Background: an optimization exercise with open tools, aiming at small area, a short achievable clock period and few clock cycles per item. Do not read the settings as production practice.
Only simulation tests tie the RTL to the original design; equivalence was not proved.
The flow treats the clock pin as an ideal source, which a real chip does not have.
Power figures rest on the tool's default switching activity, not on a simulated workload.

## run C
## occupancy_grid_rect_fill
module occupancy_grid_rect_fill
(
  input  logic              clk,
  input  logic              rst_n,
  input  logic              cfg_we,
  input  logic [ogrf_pkg::CFG_IW-1:0] cfg_index,
  input  logic [ogrf_pkg::SIZE_W-1:0] cfg_wdata,
  input  logic              in_tvalid,
  output logic              in_tready,
  input  logic [23:0]       in_tdata,    
  input  logic [1:0]        in_tuser,    
  output logic              out_tvalid,
  input  logic              out_tready,
  output logic [7:0]        out_tdata    
);
Size: ~14000 cells after synthesis, about 4400 flip-flops, roughly 50 I/O pins, about 160000 um^2 of cells after synthesis.
==> flow/config.mk <==
export PLATFORM = sky130hd
export DESIGN_NAME = occupancy_grid_rect_fill
export DESIGN_NICKNAME = occupancy_grid_rect_fill
export VERILOG_FILES = /design/flow/design.v
export SDC_FILE = /design/flow/constraint.sdc
export NUM_CORES = 8
export LEC_CHECK = 0
export CAP_MARGIN = 30
export CORE_MARGIN = 2
export CORE_UTILIZATION = 40
export SETUP_SLACK_MARGIN = 5
export SLEW_MARGIN = 50
==> flow/constraint.sdc <==
create_clock -name core_clock -period 8.0 [get_ports {clk}]
set_input_delay 1.6000 -clock core_clock [delete_from_list [all_inputs] [get_ports {clk}]]
set_output_delay 1.6000 -clock core_clock [all_outputs]
set_load 0.01 [all_outputs]
standard.sh (not shown) runs the stock make flow with config.mk's settings and CLKGATE_MAP_FILE= SYNTH_SCRIPT=/design/flow/synth_recipe.tcl, a recipe that flattens the netlist after the stock synthesis.
==> flow/flow/run.sh <==
#!/bin/bash
# Own layout flow: the standard ORFS flow (standard.sh, standard synthesis
# included), with one change: clock tree synthesis adds no dummy loads. The
# clock tree is still balanced over every register. make's full output goes
# to flow_make.log in the work folder; ORFS keeps its per-step logs under
# orfs/logs.
set -euo pipefail
export CTS_ARGS="-sink_clustering_enable -repair_clock_nets -sink_clustering_size 25 -sink_clustering_max_diameter 70 -dont_use_dummy_load"
bash standard.sh > flow_make.log 2>&1
Testbench counts of run C, summed over its fixed seeds: cycles 3,246, requests 3,200.
Modified inputs, run E compared to run C
# run C
export LEC_CHECK = 0
export CAP_MARGIN = 30
export CORE_MARGIN = 2
export CORE_UTILIZATION = 40
export SETUP_SLACK_MARGIN = 5
export SLEW_MARGIN = 50
create_clock -name core_clock -period 8.0 [get_ports {clk}]
# run E
export LEC_CHECK = 0
export CAP_MARGIN = 20
export CORE_MARGIN = 2
export CORE_UTILIZATION = 40
export SETUP_SLACK_MARGIN = 5
export SLEW_MARGIN = 20
create_clock -name core_clock -period 8.0 [get_ports {clk}]
--- outcome ---
Run C → run E: met2 wire length ~0 delta, total routed wire length on the met1 layer ~0 delta, final instance area -about 1%.
Diff run C -> run E: worst-case reg-to-reg path depth lower, detailed-route wire length higher.

========
occupancy_grid_rect_fill, a different RTL version from the one above (not shown whole).
Size in the first run: ~14000 cells after synthesis, about 50 I/O pins.
clock: 8.0 ns
lec_check: 0
cap_margin: 20
core_margin: 2
core_utilization: 40
setup_slack_margin: 5
slew_margin: 20
==> flow/flow/run.sh <==
#!/bin/bash
# Own layout flow: the standard ORFS flow (standard.sh, standard synthesis
# included), with two changes: clock tree synthesis adds no dummy loads (the
# tree is still balanced over every register), and the resize, clock tree and
# global route steps estimate signal wires on met1/met2 30% more pessimistically
# (flow/rc_scale.tcl) before their repairs. make's full output goes to
# flow_make.log in the work folder; ORFS keeps its per-step logs under orfs/logs.
set -euo pipefail
export CTS_ARGS="-sink_clustering_enable -repair_clock_nets -sink_clustering_size 25 -sink_clustering_max_diameter 70 -dont_use_dummy_load"
RC="$(pwd)/flow/rc_scale.tcl"
export PRE_RESIZE_TCL="$RC" PRE_CTS_TCL="$RC" PRE_GLOBAL_ROUTE_TCL="$RC"
bash standard.sh > flow_make.log 2>&1
==> flow/flow/rc_scale.tcl <==
set rc_k 1.3
set_layer_rc -layer met1 -capacitance [expr {1.72375E-04 * $rc_k}] -resistance [expr {8.929e-04 * $rc_k}]
set_layer_rc -layer met2 -capacitance [expr {1.36233E-04 * $rc_k}] -resistance [expr {8.929e-04 * $rc_k}]
set_wire_rc -signal -layer met1
Testbench counts at the start, summed over its fixed seeds: cycles 3,246, requests 3,200.
Then changed:
--- a/flow/flow/run.sh
+++ b/flow/flow/run.sh
@@ -8,3 +8,3 @@
 set -euo pipefail
-export CTS_ARGS="-sink_clustering_enable -repair_clock_nets -sink_clustering_size 25 -sink_clustering_max_diameter 70 -dont_use_dummy_load"
+export CTS_ARGS="-sink_clustering_enable -repair_clock_nets -sink_clustering_size 28 -sink_clustering_max_diameter 74 -dont_use_dummy_load"
 RC="$(pwd)/flow/rc_scale.tcl"
Settings changed: CORE_UTILIZATION 40 to 50.
Outcome: The new run finished but fails on antenna violations. Global-route usage came out higher by 10 points. Clock-buffer cell count shrinks by 13. Setup slack improved by 5.3 ps. Synthesized area stays the same. Cell count shrinks by a few percent. Clock skew shrinks by 17 ps. Non-clock buffer count goes up by 85. Die area is lower by about a fifth. Power went down slightly.

## re-timing with driven ports
The flow's constraints put no driver on any port. The routed layouts listed below were extracted and timed again, unchanged, in two steps.
Step 1: set_driving_cell puts a clkbuf_16 on clk and a buf_2 on each other input, an assumption about the parent block.
Step 2 times the ports against the registers' clock, not the clock port: input delays grow and output delays shrink by t, the midpoint of the rising clock arrivals with the driver on.
Three values: ideal, step 1, step 2; two values: the first two.
run	shift t [ns]	setup slack, ns	slew at the worst register clock pin (ns)	cell pins on the clock port's net
run C	1.088	4.824 / 4.798 / 3.994	0.11 / 0.11	1
run E	1.065	4.809 / 4.809 / 4.022	0.11 / 0.11	1
the first run of note 2	1.060	4.946 / 4.831 / 4.143	0.11 / 0.11	1
the second run of note 2	1.075	4.951 / 4.844 / 4.142	0.12 / 0.12	1
For run C, which loses most, drivers alone change the setup slack by -0.026 ns; drivers and shift together by -0.830 ns.
